This design comes from an exercise in tuning for small area, a short achievable clock period and few clock cycles per item on the open sky130 flow, not from production work. In this exercise RTL edits were held to simulation tests only and were not proved equivalent to the original.

==> inputs of run a <==
// unordered_handle_set
module unordered_handle_set (
  input  logic                         clk,
  input  logic                         rst,
  input  logic                         req_valid,
  output logic                         req_ready,
  input  logic [ush_pkg::REQ_W-1:0]    req_type,
  input  logic [ush_pkg::HANDLE_W-1:0] req_item_value,
  input  logic [ush_pkg::EIDX_W-1:0]   req_entry_index,
  output logic                         res_valid,
  input  logic                         res_ready,
  output logic                         res_status,
  output logic                         res_found,
  output logic [ush_pkg::HANDLE_W-1:0] res_item_out,
  output logic [ush_pkg::KIND_W-1:0]   res_event_kind,
  output logic [ush_pkg::EIDX_W-1:0]   res_event_index,
  output logic                         res_last_of_run
);
  localparam int N  = ush_pkg::CAPACITY;
  localparam int IW = ush_pkg::IDX_W;
  localparam int CW = ush_pkg::CNT_W;
  localparam int HW = ush_pkg::HANDLE_W;
  localparam int TW = ush_pkg::REQ_W;
  localparam int KW = ush_pkg::KIND_W;
  logic [HW-1:0] slot [N];
  logic [IW-1:0] pmap [N];
  logic [CW-1:0] cnt;
  logic [CW-1:0] cursor;
  ...
clock: 6.0 ns
lec_check: 0
cap_margin: 20
core_margin: 2
core_utilization: 40
slew_margin: 20
run.sh (not shown) runs the stock make flow with config.mk's settings and CLKGATE_MAP_FILE= SYNTH_SCRIPT=/design/flow/synth_recipe.tcl, a recipe that flattens the netlist after the stock synthesis.
==> run b: changes against run a <==
--- a/flow/design.v
+++ b/flow/design.v
@@ -35,22 +35,21 @@
 );
   localparam int N  = ush_pkg::CAPACITY;
   localparam int IW = ush_pkg::IDX_W;
   localparam int CW = ush_pkg::CNT_W;
   localparam int HW = ush_pkg::HANDLE_W;
-  localparam int TW = ush_pkg::REQ_W;
   localparam int KW = ush_pkg::KIND_W;
-  logic [HW-1:0] slot [N];
-  logic [IW-1:0] pmap [N];
+  logic [HW-1:0] e [N];
   logic [CW-1:0] cnt;
   logic [CW-1:0] cursor;
+  logic [IW-1:0] tq;         
   logic          rdy_q;
   logic          b_valid;
-  logic [TW-1:0] b_type;
+  logic          b_app, b_del, b_rem, b_con, b_take, b_clr;
   logic [HW-1:0] b_val;
   logic [IW-1:0] b_idx;
-  logic [N-1:0]  b_smatch;
+  logic [N-1:0]  b_pm;
   logic          o_valid, o_status, o_found, o_last;
   logic [HW-1:0] o_item;
   logic [KW-1:0] o_kind;
   logic [IW-1:0] o_idx;
   logic          s_valid, s_status, s_found, s_last;
@@ -60,11 +59,11 @@
   logic [N-1:0]  pmatch;    
   logic [N-1:0]  pfirst;    
   logic          found;
   logic [IW-1:0] pfirst_idx;
   always_comb begin
-    for (int j = 0; j < N; j++) pmatch[j] = b_smatch[pmap[j]] && (CW'(j) < cnt);
+    for (int j = 0; j < N; j++) pmatch[j] = b_pm[j] && (CW'(j) < cnt);
     found = |pmatch;
     for (int j = 0; j < N; j++) begin
       pfirst[j] = pmatch[j];
       for (int k = 0; k < j; k++) if (pmatch[k]) pfirst[j] = 1'b0;
     end
@@ -212,75 +211,55 @@
       {5'd16, 5'd16}: r = 4'd0;
       default: r = c[3:0];
     endcase
     mod_tab = r;
   endfunction
-  logic [IW-1:0] tpos;
-  logic [IW-1:0] tq;
   logic [IW-1:0] tq_up, tq_dn, tq_take;
   always_comb begin
-    tpos    = tq;
-    tq_up   = mod_tab(cursor, cnt + 1'b1);
-    tq_dn   = mod_tab(cursor, cnt - 1'b1);
+    tq_up = mod_tab(cursor, cnt + 1'b1);
+    tq_dn = mod_tab(cursor, cnt - 1'b1);
     if (CW'(tq) + 2'd2 < cnt) tq_take = tq + 1'b1;
     else if (CW'(tq) + 2'd2 == cnt || cnt == CW'(2)) tq_take = '0;
     else tq_take = IW'(1);
   end
-  logic          is_app, is_del, is_rem, is_con, is_take, is_clr;
   logic          not_empty, not_full;
   logic          app_ok, del_ok, rem_ok, take_ok, clr_beat, clr_more;
   logic          rd_ok;           
   logic          rm;              
   logic [IW-1:0] rd_pos;          
   logic [N-1:0]  sel;             
+  logic [N-1:0]  app_at;          
   logic [IW-1:0] last;
-  logic [IW-1:0] rd_slot, last_slot, sel_slot, app_slot;
-  logic [HW-1:0] rd_item;
-  logic          x_status, x_found, x_last;
-  logic [HW-1:0] x_item;
-  logic [KW-1:0] x_kind;
-  logic [IW-1:0] x_idx;
+  logic [HW-1:0] rd_item, e_last, wdata;
   always_comb begin
-    is_app  = (b_type == ush_pkg::REQ_APPEND);
-    is_del  = (b_type == ush_pkg::REQ_DELETE);
-    is_rem  = (b_type == ush_pkg::REQ_REMOVE);
-    is_con  = (b_type == ush_pkg::REQ_CONTAINS);
-    is_take = (b_type == ush_pkg::REQ_TAKE);
-    is_clr  = (b_type == ush_pkg::REQ_CLEAR);
     not_empty = (cnt != '0);
     not_full  = !cnt[CW-1];
-    app_ok   = is_app && not_full;
-    del_ok   = is_del && (CW'(b_idx) < cnt);
-    rem_ok   = is_rem && found;
-    take_ok  = is_take && not_empty;
-    clr_beat = is_clr && not_empty;
-    clr_more = is_clr && (cnt > CW'(1));
+    app_ok   = b_app && not_full;
+    del_ok   = b_del && (CW'(b_idx) < cnt);
+    rem_ok   = b_rem && found;
+    take_ok  = b_take && not_empty;
+    clr_beat = b_clr && not_empty;
+    clr_more = b_clr && (cnt > CW'(1));
     rd_ok    = del_ok || take_ok || clr_beat;
     rm       = rd_ok || rem_ok;
-    rd_pos   = is_del ? b_idx : (is_take ? tpos : '0);
+    rd_pos   = b_del ? b_idx : (b_take ? tq : '0);
     last     = IW'(cnt - 1'b1);
     sel = '0;
     if (rd_ok) sel[rd_pos] = 1'b1;
     else if (rem_ok) sel = pfirst;
-    rd_slot   = pmap[rd_pos];
-    rd_item   = slot[rd_slot];
-    last_slot = pmap[last];
-    app_slot  = pmap[cnt[IW-1:0]];
-    sel_slot  = '0;
-    for (int j = 0; j < N; j++) if (sel[j]) sel_slot = sel_slot | pmap[j];
-    x_status = !(app_ok || rm || is_con || is_clr);
-    x_found  = is_con && found;
-    x_item   = (app_ok || rem_ok) ? b_val : (rd_ok ? rd_item : '0);
-    x_kind   = app_ok ? ush_pkg::EV_INSERT : (rm ? ush_pkg::EV_REMOVE : ush_pkg::EV_NONE);
-    x_idx    = app_ok ? cnt[IW-1:0] : (rd_ok ? rd_pos : (rem_ok ? pfirst_idx : '0));
-    x_last   = !clr_more;
+    app_at = '0;
+    app_at[cnt[IW-1:0]] = app_ok;
+    rd_item = e[rd_pos];
+    e_last  = e[last];
+    wdata   = b_app ? b_val : e_last;
   end
-  logic [N-1:0] a_smatch;
-  logic         a_eq_b;
+  logic [N-1:0] a_match;
+  logic         a_eq_b, a_eq_last;
   always_comb begin
-    a_eq_b = (req_item_value == b_val);
-    for (int s = 0; s < N; s++) a_smatch[s] = (slot[s] == req_item_value);
+    a_eq_b    = (req_item_value == b_val);
+    a_eq_last = (req_item_value == e_last);
+    for (int j = 0; j < N; j++) a_match[j] = (e[j] == req_item_value);
   end
   logic fire, b_done, o_free;
   logic b_valid_n, s_valid_n, b_clr_n;
   logic [CW-1:0] cnt_n;
   assign o_free    = !o_valid || res_ready;
@@ -288,11 +267,11 @@
   assign b_done    = fire && !clr_more;
   assign req_ready = rdy_q;
   always_comb begin
     b_valid_n = rdy_q ? req_valid : b_valid;
     s_valid_n = s_valid ? !o_free : (fire && !o_free);
-    b_clr_n   = rdy_q ? (req_type == ush_pkg::REQ_CLEAR) : is_clr;
+    b_clr_n   = rdy_q ? (req_type == ush_pkg::REQ_CLEAR) : b_clr;
     cnt_n     = cnt;
     if (fire) begin
       if (app_ok) cnt_n = cnt + 1'b1;
       else if (rm) cnt_n = cnt - 1'b1;
     end
@@ -304,41 +283,58 @@
       s_valid <= 1'b0;
       o_valid <= 1'b0;
       cnt     <= '0;
       cursor  <= '0;
       tq      <= '0;
-      for (int j = 0; j < N; j++) pmap[j] <= IW'(j);
     end else begin
       rdy_q   <= !b_valid_n || (!s_valid_n && !(b_clr_n && cnt_n > CW'(1)));
       b_valid <= b_valid_n;
       s_valid <= s_valid_n;
       if (o_free) o_valid <= s_valid || fire;
       cnt     <= cnt_n;
       if (fire) begin
-        if (take_ok) cursor <= CW'(tpos) + 1'b1;
-        else if (is_clr) cursor <= '0;
+        if (take_ok) cursor <= CW'(tq) + 1'b1;
+        else if (b_clr) cursor <= '0;
         if (take_ok) tq <= tq_take;
-        else if (is_clr) tq <= '0;
+        else if (b_clr) tq <= '0;
         else if (app_ok) tq <= tq_up;
         else if (rm) tq <= tq_dn;
-        if (rm) begin
-          for (int j = 0; j < N; j++) begin
-            if (sel[j]) pmap[j] <= last_slot;
-            else if (IW'(j) == last) pmap[j] <= sel_slot;
-          end
-        end
       end
     end
   end
+  for (genvar j = 0; j < N; j++) begin : g_e
+    always_ff @(posedge clk) begin
+      if (fire && (app_at[j] || (rm && sel[j]))) e[j] <= wdata;
+    end
+  end
   always_ff @(posedge clk) begin
     if (rdy_q) begin
-      b_type <= req_type;
+      b_app  <= (req_type == ush_pkg::REQ_APPEND);
+      b_del  <= (req_type == ush_pkg::REQ_DELETE);
+      b_rem  <= (req_type == ush_pkg::REQ_REMOVE);
+      b_con  <= (req_type == ush_pkg::REQ_CONTAINS);
+      b_take <= (req_type == ush_pkg::REQ_TAKE);
+      b_clr  <= (req_type == ush_pkg::REQ_CLEAR);
       b_val  <= req_item_value;
       b_idx  <= req_entry_index;
-      for (int s = 0; s < N; s++)
-        b_smatch[s] <= (fire && app_ok && app_slot == IW'(s)) ? a_eq_b : a_smatch[s];
+      for (int j = 0; j < N; j++)
+        b_pm[j] <= (fire && rm && sel[j]) ? a_eq_last : ((fire && app_at[j]) ? a_eq_b : a_match[j]);
     end
+  end
+  logic          x_status, x_found, x_last;
+  logic [HW-1:0] x_item;
+  logic [KW-1:0] x_kind;
+  logic [IW-1:0] x_idx;
+  always_comb begin
+    x_status = !(app_ok || rm || b_con || b_clr);
+    x_found  = b_con && found;
+    x_item   = (app_ok || rem_ok) ? b_val : (rd_ok ? rd_item : '0);
+    x_kind   = app_ok ? ush_pkg::EV_INSERT : (rm ? ush_pkg::EV_REMOVE : ush_pkg::EV_NONE);
+    x_idx    = app_ok ? cnt[IW-1:0] : (rd_ok ? rd_pos : (rem_ok ? pfirst_idx : '0));
+    x_last   = !clr_more;
+  end
+  always_ff @(posedge clk) begin
     if (!s_valid) begin
       s_status <= x_status;
       s_found  <= x_found;
       s_item   <= x_item;
       s_kind   <= x_kind;
@@ -352,15 +348,10 @@
       o_kind   <= s_valid ? s_kind   : x_kind;
       o_idx    <= s_valid ? s_idx    : x_idx;
       o_last   <= s_valid ? s_last   : x_last;
     end
   end
-  for (genvar s = 0; s < N; s++) begin : g_slot
-    always_ff @(posedge clk) begin
-      if (fire && app_ok && app_slot == IW'(s)) slot[s] <= b_val;
-    end
-  end
   assign res_valid       = o_valid;
   assign res_status      = o_status;
   assign res_found       = o_found;
   assign res_item_out    = o_item;
   assign res_event_kind  = o_kind;
- SETUP_SLACK_MARGIN: not set -> 3.2
==> run c: changes against run a <==
--- a/flow/design.v
+++ b/flow/design.v
@@ -35,22 +35,27 @@
 );
   localparam int N  = ush_pkg::CAPACITY;
   localparam int IW = ush_pkg::IDX_W;
   localparam int CW = ush_pkg::CNT_W;
   localparam int HW = ush_pkg::HANDLE_W;
-  localparam int TW = ush_pkg::REQ_W;
   localparam int KW = ush_pkg::KIND_W;
   logic [HW-1:0] slot [N];
   logic [IW-1:0] pmap [N];
   logic [CW-1:0] cnt;
   logic [CW-1:0] cursor;
+  logic [IW-1:0] tq;         
   logic          rdy_q;
   logic          b_valid;
-  logic [TW-1:0] b_type;
+  logic          b_app, b_del, b_rem, b_con, b_take, b_clr;
   logic [HW-1:0] b_val;
   logic [IW-1:0] b_idx;
   logic [N-1:0]  b_smatch;
+  logic          c_valid, c_status, c_found, c_last, c_rd;
+  logic [KW-1:0] c_kind;
+  logic [IW-1:0] c_idx;
+  logic [IW-1:0] c_slot;
+  logic [HW-1:0] c_val;
   logic          o_valid, o_status, o_found, o_last;
   logic [HW-1:0] o_item;
   logic [KW-1:0] o_kind;
   logic [IW-1:0] o_idx;
   logic          s_valid, s_status, s_found, s_last;
@@ -212,114 +217,96 @@
       {5'd16, 5'd16}: r = 4'd0;
       default: r = c[3:0];
     endcase
     mod_tab = r;
   endfunction
-  logic [IW-1:0] tpos;
-  logic [IW-1:0] tq;
   logic [IW-1:0] tq_up, tq_dn, tq_take;
   always_comb begin
-    tpos    = tq;
-    tq_up   = mod_tab(cursor, cnt + 1'b1);
-    tq_dn   = mod_tab(cursor, cnt - 1'b1);
+    tq_up = mod_tab(cursor, cnt + 1'b1);
+    tq_dn = mod_tab(cursor, cnt - 1'b1);
     if (CW'(tq) + 2'd2 < cnt) tq_take = tq + 1'b1;
     else if (CW'(tq) + 2'd2 == cnt || cnt == CW'(2)) tq_take = '0;
     else tq_take = IW'(1);
   end
-  logic          is_app, is_del, is_rem, is_con, is_take, is_clr;
   logic          not_empty, not_full;
   logic          app_ok, del_ok, rem_ok, take_ok, clr_beat, clr_more;
   logic          rd_ok;           
   logic          rm;              
   logic [IW-1:0] rd_pos;          
   logic [N-1:0]  sel;             
   logic [IW-1:0] last;
   logic [IW-1:0] rd_slot, last_slot, sel_slot, app_slot;
-  logic [HW-1:0] rd_item;
-  logic          x_status, x_found, x_last;
-  logic [HW-1:0] x_item;
-  logic [KW-1:0] x_kind;
-  logic [IW-1:0] x_idx;
   always_comb begin
-    is_app  = (b_type == ush_pkg::REQ_APPEND);
-    is_del  = (b_type == ush_pkg::REQ_DELETE);
-    is_rem  = (b_type == ush_pkg::REQ_REMOVE);
-    is_con  = (b_type == ush_pkg::REQ_CONTAINS);
-    is_take = (b_type == ush_pkg::REQ_TAKE);
-    is_clr  = (b_type == ush_pkg::REQ_CLEAR);
     not_empty = (cnt != '0);
     not_full  = !cnt[CW-1];
-    app_ok   = is_app && not_full;
-    del_ok   = is_del && (CW'(b_idx) < cnt);
-    rem_ok   = is_rem && found;
-    take_ok  = is_take && not_empty;
-    clr_beat = is_clr && not_empty;
-    clr_more = is_clr && (cnt > CW'(1));
+    app_ok   = b_app && not_full;
+    del_ok   = b_del && (CW'(b_idx) < cnt);
+    rem_ok   = b_rem && found;
+    take_ok  = b_take && not_empty;
+    clr_beat = b_clr && not_empty;
+    clr_more = b_clr && (cnt > CW'(1));
     rd_ok    = del_ok || take_ok || clr_beat;
     rm       = rd_ok || rem_ok;
-    rd_pos   = is_del ? b_idx : (is_take ? tpos : '0);
+    rd_pos   = b_del ? b_idx : (b_take ? tq : '0);
     last     = IW'(cnt - 1'b1);
     sel = '0;
     if (rd_ok) sel[rd_pos] = 1'b1;
     else if (rem_ok) sel = pfirst;
     rd_slot   = pmap[rd_pos];
-    rd_item   = slot[rd_slot];
     last_slot = pmap[last];
     app_slot  = pmap[cnt[IW-1:0]];
     sel_slot  = '0;
     for (int j = 0; j < N; j++) if (sel[j]) sel_slot = sel_slot | pmap[j];
-    x_status = !(app_ok || rm || is_con || is_clr);
-    x_found  = is_con && found;
-    x_item   = (app_ok || rem_ok) ? b_val : (rd_ok ? rd_item : '0);
-    x_kind   = app_ok ? ush_pkg::EV_INSERT : (rm ? ush_pkg::EV_REMOVE : ush_pkg::EV_NONE);
-    x_idx    = app_ok ? cnt[IW-1:0] : (rd_ok ? rd_pos : (rem_ok ? pfirst_idx : '0));
-    x_last   = !clr_more;
   end
   logic [N-1:0] a_smatch;
   logic         a_eq_b;
   always_comb begin
     a_eq_b = (req_item_value == b_val);
     for (int s = 0; s < N; s++) a_smatch[s] = (slot[s] == req_item_value);
   end
-  logic fire, b_done, o_free;
-  logic b_valid_n, s_valid_n, b_clr_n;
+  logic fire, b_done, c_adv, o_free;
+  logic b_valid_n, c_valid_n, s_valid_n, b_clr_n;
   logic [CW-1:0] cnt_n;
   assign o_free    = !o_valid || res_ready;
-  assign fire      = b_valid && !s_valid;
+  assign c_adv     = c_valid && !s_valid;
+  assign fire      = b_valid && (!c_valid || !s_valid);
   assign b_done    = fire && !clr_more;
   assign req_ready = rdy_q;
   always_comb begin
     b_valid_n = rdy_q ? req_valid : b_valid;
-    s_valid_n = s_valid ? !o_free : (fire && !o_free);
-    b_clr_n   = rdy_q ? (req_type == ush_pkg::REQ_CLEAR) : is_clr;
+    c_valid_n = fire || (c_valid && !c_adv);
+    s_valid_n = s_valid ? !o_free : (c_adv && !o_free);
+    b_clr_n   = rdy_q ? (req_type == ush_pkg::REQ_CLEAR) : b_clr;
     cnt_n     = cnt;
     if (fire) begin
       if (app_ok) cnt_n = cnt + 1'b1;
       else if (rm) cnt_n = cnt - 1'b1;
     end
   end
   always_ff @(posedge clk) begin
     if (rst) begin
       rdy_q   <= 1'b1;
       b_valid <= 1'b0;
+      c_valid <= 1'b0;
       s_valid <= 1'b0;
       o_valid <= 1'b0;
       cnt     <= '0;
       cursor  <= '0;
       tq      <= '0;
       for (int j = 0; j < N; j++) pmap[j] <= IW'(j);
     end else begin
-      rdy_q   <= !b_valid_n || (!s_valid_n && !(b_clr_n && cnt_n > CW'(1)));
+      rdy_q   <= !b_valid_n || ((!c_valid_n || !s_valid_n) && !(b_clr_n && cnt_n > CW'(1)));
       b_valid <= b_valid_n;
+      c_valid <= c_valid_n;
       s_valid <= s_valid_n;
-      if (o_free) o_valid <= s_valid || fire;
+      if (o_free) o_valid <= s_valid || c_adv;
       cnt     <= cnt_n;
       if (fire) begin
-        if (take_ok) cursor <= CW'(tpos) + 1'b1;
-        else if (is_clr) cursor <= '0;
+        if (take_ok) cursor <= CW'(tq) + 1'b1;
+        else if (b_clr) cursor <= '0;
         if (take_ok) tq <= tq_take;
-        else if (is_clr) tq <= '0;
+        else if (b_clr) tq <= '0;
         else if (app_ok) tq <= tq_up;
         else if (rm) tq <= tq_dn;
         if (rm) begin
           for (int j = 0; j < N; j++) begin
             if (sel[j]) pmap[j] <= last_slot;
@@ -329,31 +316,50 @@
       end
     end
   end
   always_ff @(posedge clk) begin
     if (rdy_q) begin
-      b_type <= req_type;
+      b_app  <= (req_type == ush_pkg::REQ_APPEND);
+      b_del  <= (req_type == ush_pkg::REQ_DELETE);
+      b_rem  <= (req_type == ush_pkg::REQ_REMOVE);
+      b_con  <= (req_type == ush_pkg::REQ_CONTAINS);
+      b_take <= (req_type == ush_pkg::REQ_TAKE);
+      b_clr  <= (req_type == ush_pkg::REQ_CLEAR);
       b_val  <= req_item_value;
       b_idx  <= req_entry_index;
       for (int s = 0; s < N; s++)
         b_smatch[s] <= (fire && app_ok && app_slot == IW'(s)) ? a_eq_b : a_smatch[s];
     end
+    if (fire) begin
+      c_status <= !(app_ok || rm || b_con || b_clr);
+      c_found  <= b_con && found;
+      c_kind   <= app_ok ? ush_pkg::EV_INSERT : (rm ? ush_pkg::EV_REMOVE : ush_pkg::EV_NONE);
+      c_idx    <= app_ok ? cnt[IW-1:0] : (rd_ok ? rd_pos : (rem_ok ? pfirst_idx : '0));
+      c_last   <= !clr_more;
+      c_rd     <= rd_ok;
+      c_slot   <= rd_slot;
+      c_val    <= (app_ok || rem_ok) ? b_val : '0;
+    end
+  end
+  logic [HW-1:0] y_item;
+  assign y_item = c_rd ? slot[c_slot] : c_val;
+  always_ff @(posedge clk) begin
     if (!s_valid) begin
-      s_status <= x_status;
-      s_found  <= x_found;
-      s_item   <= x_item;
-      s_kind   <= x_kind;
-      s_idx    <= x_idx;
-      s_last   <= x_last;
+      s_status <= c_status;
+      s_found  <= c_found;
+      s_item   <= y_item;
+      s_kind   <= c_kind;
+      s_idx    <= c_idx;
+      s_last   <= c_last;
     end
     if (o_free) begin
-      o_status <= s_valid ? s_status : x_status;
-      o_found  <= s_valid ? s_found  : x_found;
-      o_item   <= s_valid ? s_item   : x_item;
-      o_kind   <= s_valid ? s_kind   : x_kind;
-      o_idx    <= s_valid ? s_idx    : x_idx;
-      o_last   <= s_valid ? s_last   : x_last;
+      o_status <= s_valid ? s_status : c_status;
+      o_found  <= s_valid ? s_found  : c_found;
+      o_item   <= s_valid ? s_item   : y_item;
+      o_kind   <= s_valid ? s_kind   : c_kind;
+      o_idx    <= s_valid ? s_idx    : c_idx;
+      o_last   <= s_valid ? s_last   : c_last;
     end
   end
   for (genvar s = 0; s < N; s++) begin : g_slot
     always_ff @(posedge clk) begin
       if (fire && app_ok && app_slot == IW'(s)) slot[s] <= b_val;
- SETUP_SLACK_MARGIN: not set -> 3.2
==> impl_metrics.ini <==
[status]
outcome = stopped before the end
lastStage = global routing (5_1_grt)
stop_error = [ERROR GRT-0232] Routing congestion too high. Check the congestion heatmap in the GUI.

[yosys]
syn_avg_cell_area_um2 = 10.4
synth_top_area_share_pct = 42.1
synthXorXnorAreaFrac_pct = 11.4
synth_top_cells_by_area = edfxtp_1, xnor2_1, a22oi_1, a22o_1, nand4_1

[grt]
grt_overflow = 1
gr-usage-met1_pct = 71.0
groute.usage.overall_pct = 68.8
That was run b.
==> impl_metrics.ini <==
[yosys]
synth_top_cells_by_area = edfxtp_1, xnor2_1, dfxtp_1, a22oi_1, nand4_1
synth_top_area_share_pct = 43.5
synthXorXnorAreaFrac_pct = 11.8
syn_avg_cell_area_um2 = 11.0

[status]
outcome = no timing/DRC/antenna violations

[grt]
gr-usage-met1_pct = 47.0
groute.usage.overall_pct = 38.7

[route]
drtPass1Iterations = 11
That was run a.
==> impl_metrics.ini <==
[grt]
groute.usage.overall_pct = 42.4

[yosys]
synth_edf_count = 656
synthXorXnorAreaFrac_pct = 11.4
synth_top_area_share_pct = 45.6
synth_top_cells_by_area = edfxtp_1, xnor2_1, dfxtp_1, a22oi_1, nand4_1

[timing]
report.final.slew_viol_count = 2

[flow_run]
maxCapViolCount = 1

[status]
violatedChecks = max-capacitance violations, max-slew violations
outcome = failed layout checks

[route]
antenna_left = 0

[cts]
clkLatencyLatePin_ps = 710
That was run c.
Testbench counts of run a, summed over its fixed seeds: cycles 3,410, requests 3,200.
Testbench counts of run b, summed over its fixed seeds: cycles 3,410, requests 3,200.
Testbench counts of run c, summed over its fixed seeds: cycles 3,418, requests 3,200.

[separate check: timing with driven ports]
The flow's constraints put no driver on any port. The routed layouts listed below were extracted and timed again, unchanged, in two steps.
Step 1: set_driving_cell puts a clkbuf_16 on clk and a buf_2 on each other input, an assumption about the parent block.
Step 2 moves the port delays by t, midway between the first and last clock arrival at a register: inputs arrive t later, outputs are due t later. That takes back most of the time a late clock gives input paths.
Slacks: no drivers / after step 1 / after step 2; pairs: no drivers / after step 1.
| run | t, ns | setup WS [ns] | worst setup path at the end | clock arrival spread, ns |
|---|---|---|---|---|
| run a | 0.751 | 0.416 / 0.416 / 0.416 | register to register | 0.067 / 0.066 |
| run c | 0.754 | 1.603 / 1.665 / 0.910 | input to register | 0.067 / 0.067 |
The setup slack of run c, which loses most, moves by +0.062 ns with the drivers and by -0.693 ns with both steps.
